Source: an optimization exercise on an open RTL-to-GDS flow (aim: small area, a short achievable clock period and few clock cycles per item). Production flows keep margins and buffers that such runs may drop. Where RTL was checked, it was by simulation tests only, not by an equivalence proof against the original. Power is estimated from default activity; no workload was simulated.

main:
Design incubator_setpoint_and_alarm_supervisor, start of the top module:
module incubator_setpoint_and_alarm_supervisor #(
  parameter int MAX_DIGITS = 4
) (
  input  logic              clk,
  input  logic              rst_n,
  input  logic              in_valid,
  output logic              in_ready,
  input  logic [1:0]        in_opcode,
  input  logic [isas_pkg::TEMP_W-1:0] in_measured_temp,
  input  logic [3:0]        in_key_code,
  input  logic [isas_pkg::HOST_W-1:0] in_host_target,
  output logic              out_valid,
  input  logic              out_ready,
  output logic [1:0]        out_mode,
  output logic              out_buzzer_on,
  output logic [isas_pkg::TEMP_W-1:0] out_target_temp,
  output logic [isas_pkg::SECS_W-1:0] out_run_seconds,
  output logic              out_control_active,
  output logic              out_controller_reset,
  output logic              out_drive_stop,
  output logic [1:0]        out_host_reply,
  input  logic              cfg_psel,
  input  logic              cfg_penable,
  input  logic              cfg_pwrite,
  input  logic [isas_pkg::APB_AW-1:0] cfg_paddr,
  input  logic [isas_pkg::APB_DW-1:0] cfg_pwdata,
  output logic [isas_pkg::APB_DW-1:0] cfg_prdata,
  output logic              cfg_pready
);
  ...
Size in the first run: ~2100 cells after synthesis, about 160 I/O pins, roughly 17000 um2 of cells after synthesis.
clock: 8.0 ns
lec_check: 0
cap_margin: 20
core_margin: 2
core_utilization: 60
setup_slack_margin: 4.3
slew_margin: 20
run.sh (not shown) runs the stock make flow with config.mk's settings and CLKGATE_MAP_FILE= SYNTH_SCRIPT=/design/flow/synth_recipe.tcl, a recipe that flattens the netlist after the stock synthesis.
main: PASS, flow complete, no timing, DRC or antenna violations
Testbench counts of main, summed over its fixed seeds: cycles 20,550, items 20,000.
### main -> the feature branch
- a change of SETUP_SLACK_MARGIN from 4.3 to 4.6
==> flow/flow/run.sh (new file) <==
#!/bin/bash
# Own layout flow: the standard flow (standard.sh, unchanged synthesis and
# steps) with two ORFS settings passed through the environment:
#   BUFFER_PORTS_ARGS  the port buffers are sky130_fd_sc_hd__buf_1 cells
#                      (the default picks a larger, slower delay buffer)
#   RECOVER_POWER      after the global-route timing repair, gates on paths
#                      with slack to spare are sized down
# Every port is still buffered and the clock period and constraints are the standard flow's.
set -euo pipefail
export BUFFER_PORTS_ARGS="-buffer_cell sky130_fd_sc_hd__buf_1"
export RECOVER_POWER=100
bash standard.sh > standard_flow.log 2>&1
==> flow/standard.sh (new file) <==
#!/bin/bash
# synth_recipe.tcl (not shown) runs the flow's synth.tcl, then flattens the netlist and writes it again
# the make line also repeats each setting of config.mk as NAME=value (left out here)
make -C /OpenROAD-flow-scripts/flow DESIGN_CONFIG=/design/flow/config.mk WORK_HOME=/design/flow/orfs CLKGATE_MAP_FILE= SYNTH_SCRIPT=/design/flow/synth_recipe.tcl "${@:-finish}"
removed: flow/run.sh
### Flow results
Lower internal reg-to-reg setup slack was reported by the feature branch, not main. The feature branch: post-detailed-routing wire length 0.54% below main. Comparing main and the feature branch, the one run not ending clean was the feature branch. The feature branch had finished all stages when the layout checks came back failing, citing max-capacitance violations, max-slew violations. Reported for main and the feature branch, number of cells produced by synthesis turned out identical to the last digit. On the feature branch: setup slack is 1.52 ns lower than what main gave. The clock period minus worst slack reported for the feature branch is greater than that of main by 1.52 ns.

Another version of the RTL of incubator_setpoint_and_alarm_supervisor (not shown whole).
Size in the first run: roughly 2000 cells after synthesis, roughly 260 flip-flops, ~160 I/O pins, about 17000 um^2 of cells after synthesis.
==> flow/config.mk <==
export PLATFORM = sky130hd
export DESIGN_NAME = incubator_setpoint_and_alarm_supervisor
export DESIGN_NICKNAME = incubator_setpoint_and_alarm_supervisor
export VERILOG_FILES = /design/flow/design.v
export SDC_FILE = /design/flow/constraint.sdc
export NUM_CORES = 4
export LEC_CHECK = 0
export CAP_MARGIN = 20
export CORE_MARGIN = 2
export CORE_UTILIZATION = 60
export SETUP_SLACK_MARGIN = 4.6
export SLEW_MARGIN = 20
==> flow/constraint.sdc <==
create_clock -name core_clock -period 8.0 [get_ports {clk}]
set_input_delay 1.6000 -clock core_clock [delete_from_list [all_inputs] [get_ports {clk}]]
set_output_delay 1.6000 -clock core_clock [all_outputs]
set_load 0.01 [all_outputs]
standard.sh (not shown) runs the stock make flow with config.mk's settings and CLKGATE_MAP_FILE= SYNTH_SCRIPT=/design/flow/synth_recipe.tcl, a recipe that flattens the netlist after the stock synthesis.
==> flow/flow/run.sh <==
#!/bin/bash
# Own layout flow: the standard flow (standard.sh: the standard synthesis
# and ORFS steps, unchanged) with one ORFS setting passed through the
# environment: BUFFER_PORTS_ARGS makes every port buffer a
# sky130_fd_sc_hd__buf_1 cell instead of the default delay buffer
# (clkdlybuf4s50_1), which is larger and slower. Every input and output port
# is still buffered; the clock period and constraints are the standard flow's.
# The make/ORFS output goes to standard_flow.log; each ORFS step keeps its own
# log under orfs/logs/.
set -euo pipefail
export BUFFER_PORTS_ARGS="-buffer_cell sky130_fd_sc_hd__buf_1"
bash standard.sh > standard_flow.log 2>&1
The starting point ran to the end with no violations.
Testbench counts at the start, summed over its fixed seeds: cycles 20,550, items 20,000.
Edit:
SETUP_SLACK_MARGIN = 4.0   (was 4.6)
What happened: The new run passed the timing, DRC and antenna checks. Routed wire length decreases by 4.8%. Total power decreases by 6.9%. Via count decreases by 2.6%. Register-to-register slack degrades by 0.43 ns. Design area decreases by 5.8%. Clock-buffer cell count decreases by 4. Die area stays the same. First-iteration DRC count decreases by 7.9%. Core utilization decreases by 4.1 points. Fmax decreases by 4.4%.

Another version of the RTL of incubator_setpoint_and_alarm_supervisor (not shown whole).
Size: about 1800 cells after synthesis, about 160 I/O pins.
==> flow/config.mk <==
export PLATFORM = sky130hd
export DESIGN_NAME = incubator_setpoint_and_alarm_supervisor
export DESIGN_NICKNAME = incubator_setpoint_and_alarm_supervisor
export VERILOG_FILES = /design/flow/design.v
export SDC_FILE = /design/flow/constraint.sdc
export NUM_CORES = 4
export LEC_CHECK = 0
export CAP_MARGIN = 20
export CORE_MARGIN = 2
export CORE_UTILIZATION = 60
export SETUP_SLACK_MARGIN = 4.9
export SLEW_MARGIN = 20
==> flow/constraint.sdc <==
create_clock -name core_clock -period 8.0 [get_ports {clk}]
set_input_delay 1.6000 -clock core_clock [delete_from_list [all_inputs] [get_ports {clk}]]
set_output_delay 1.6000 -clock core_clock [all_outputs]
set_load 0.01 [all_outputs]
Scripts as last shown in full above: flow/flow/run.sh
==> next run, changes <==
--- a/flow/config.mk
+++ b/flow/config.mk
@@ -10,3 +10,3 @@
 export CORE_UTILIZATION = 60
-export SETUP_SLACK_MARGIN = 4.9
+export SETUP_SLACK_MARGIN = 4.6
 export SLEW_MARGIN = 20
Final area shrinks by a few percent.
Clock power hardly moves.
First-iteration DRC count shrinks by a quarter to a third.
Worst setup slack is better by 0.13 ns.
No functional check of the RTL was part of any run of this note.

incubator_setpoint_and_alarm_supervisor, a different RTL version from the one above (not shown whole).
Size in the first run: roughly 1800 cells after synthesis, roughly 160 I/O pins, about 17000 um^2 of cells after synthesis.
==> flow/design.v (excerpt) <==
module incubator_setpoint_and_alarm_supervisor #(
  parameter int MAX_DIGITS = 4
) (
  input  logic              clk,
  input  logic              rst_n,
  input  logic              in_valid,
  output logic              in_ready,
  input  logic [1:0]        in_opcode,
  input  logic [isas_pkg::TEMP_W-1:0] in_measured_temp,
  input  logic [3:0]        in_key_code,
  input  logic [isas_pkg::HOST_W-1:0] in_host_target,
  output logic              out_valid,
  input  logic              out_ready,
  output logic [1:0]        out_mode,
  output logic              out_buzzer_on,
  output logic [isas_pkg::TEMP_W-1:0] out_target_temp,
  output logic [isas_pkg::SECS_W-1:0] out_run_seconds,
  output logic              out_control_active,
  output logic              out_controller_reset,
  output logic              out_drive_stop,
  output logic [1:0]        out_host_reply,
  input  logic              cfg_psel,
  input  logic              cfg_penable,
  input  logic              cfg_pwrite,
  input  logic [isas_pkg::APB_AW-1:0] cfg_paddr,
  input  logic [isas_pkg::APB_DW-1:0] cfg_pwdata,
  output logic [isas_pkg::APB_DW-1:0] cfg_prdata,
  output logic              cfg_pready
);
  localparam int BST_W = 12;    
  isas_pkg::cfg_regs_t cfg;
  logic              s1_v;
  logic [1:0]        s1_op;
  logic [TEMP_W-1:0] s1_data;
  logic              s1_ok;
  logic              h_ok;
  logic [TEMP_W-1:0] t_eff;
  logic [TEMP_W:0]   i_mt, i_tm;
  logic [TEMP_W-1:0] i_err;
  logic              s1_prep;    
  logic              s1_pre1;    
  logic              prep_now;   
  logic              prep_x10;   
  logic              s1_kh, s1_ks, s1_kd;   
  logic              need_prep;
  logic [HOST_W-1:0] rng_val;
  logic              in_fire;
  logic              rdy_x_r, rdy_y_r;
  ...
==> flow/config.mk <==
export PLATFORM = sky130hd
export DESIGN_NAME = incubator_setpoint_and_alarm_supervisor
export DESIGN_NICKNAME = incubator_setpoint_and_alarm_supervisor
export VERILOG_FILES = /design/flow/design.v
export SDC_FILE = /design/flow/constraint.sdc
export NUM_CORES = 4
export LEC_CHECK = 0
export CAP_MARGIN = 20
export CORE_MARGIN = 2
export CORE_UTILIZATION = 60
export SETUP_SLACK_MARGIN = 4.4
export SLEW_MARGIN = 20
==> flow/constraint.sdc <==
create_clock -name core_clock -period 8.0 [get_ports {clk}]
set_input_delay 1.6000 -clock core_clock [delete_from_list [all_inputs] [get_ports {clk}]]
set_output_delay 1.6000 -clock core_clock [all_outputs]
set_load 0.01 [all_outputs]
Scripts as last shown in full above: flow/flow/run.sh
Testbench counts at the start, summed over its fixed seeds: cycles 20,685, items 20,000.
Next try:
Settings changed: CORE_UTILIZATION 60 to 70, PLACE_DENSITY set to 0.74, SETUP_SLACK_MARGIN 4.4 to 4.6.
Result: Sequential power barely changes; routed wire length grows by 7.2%; first-iteration DRC count grows by 31%; power rises by 2.2%; global-route usage rose by 7.5 points; worst setup slack gets worse by 81 ps.
Next try:
Settings changed: CORE_UTILIZATION 70 to 60, PLACE_DENSITY 0.74 to unset, SETUP_SLACK_MARGIN 4.6 to 4.3.
What happened:
- total power decreases by 3.2%
- die area increases by 16%
- final area came out lower by 2.8%
- non-clock buffer count drops by 13

-- re-timing with driven ports --
In the flow no input, the clock included, has a driving cell. The finished layouts below were timed again as built, in two steps. Step 1 sets driving cells, clkbuf_16 on the clock port and buf_2 on the other inputs (assumed; they add their load-dependent delay and slew). Step 2 times the ports against the registers' clock, not the clock port: input delays grow and output delays shrink by t, the midpoint of the rising clock arrivals with the driver on. Slacks: ideal / step 1 / step 2; pairs: ideal / step 1.
run | t, ns | setup WS [ns] | hold WS [ns] | latest minus earliest clock arrival (ns) | slew at the worst register clock pin (ns)
main | 0.603 | 4.151 / 4.116 / 3.609 | 0.460 / 0.460 / 0.460 | 0.015 / 0.015 | 0.07 / 0.07
the feature branch | 0.596 | 2.629 / 2.654 / 2.058 | 0.457 / 0.457 / 0.457 | 0.021 / 0.020 | 0.07 / 0.07
the first run of note 2 | 0.605 | 4.163 / 4.140 / 3.695 | 0.470 / 0.470 / 0.470 | 0.021 / 0.021 | 0.07 / 0.07
the second run of note 2 | 0.598 | 3.988 / 3.988 / 3.590 | 0.471 / 0.471 / 0.471 | 0.008 / 0.008 | 0.06 / 0.06
the first run of note 3 | 0.603 | 3.905 / 3.905 / 3.905 | 0.484 / 0.484 / 0.484 | 0.020 / 0.020 | 0.07 / 0.07
the second run of note 3 | 0.610 | 4.031 / 4.031 / 4.031 | 0.466 / 0.466 / 0.466 | 0.017 / 0.016 | 0.07 / 0.07
the first run of note 4 | 0.599 | 4.335 / 4.350 / 3.751 | 0.464 / 0.464 / 0.464 | 0.020 / 0.019 | 0.06 / 0.06
the second run of note 4 | 0.583 | 4.253 / 4.253 / 3.882 | 0.479 / 0.479 / 0.479 | 0.012 / 0.012 | 0.07 / 0.07
the third run of note 4 | 0.597 | 4.307 / 4.307 / 3.802 | 0.462 / 0.462 / 0.462 | 0.014 / 0.014 | 0.06 / 0.06
The setup slack of the first run of note 4, which loses most, moves by +0.015 ns with the drivers and by -0.584 ns with both steps.
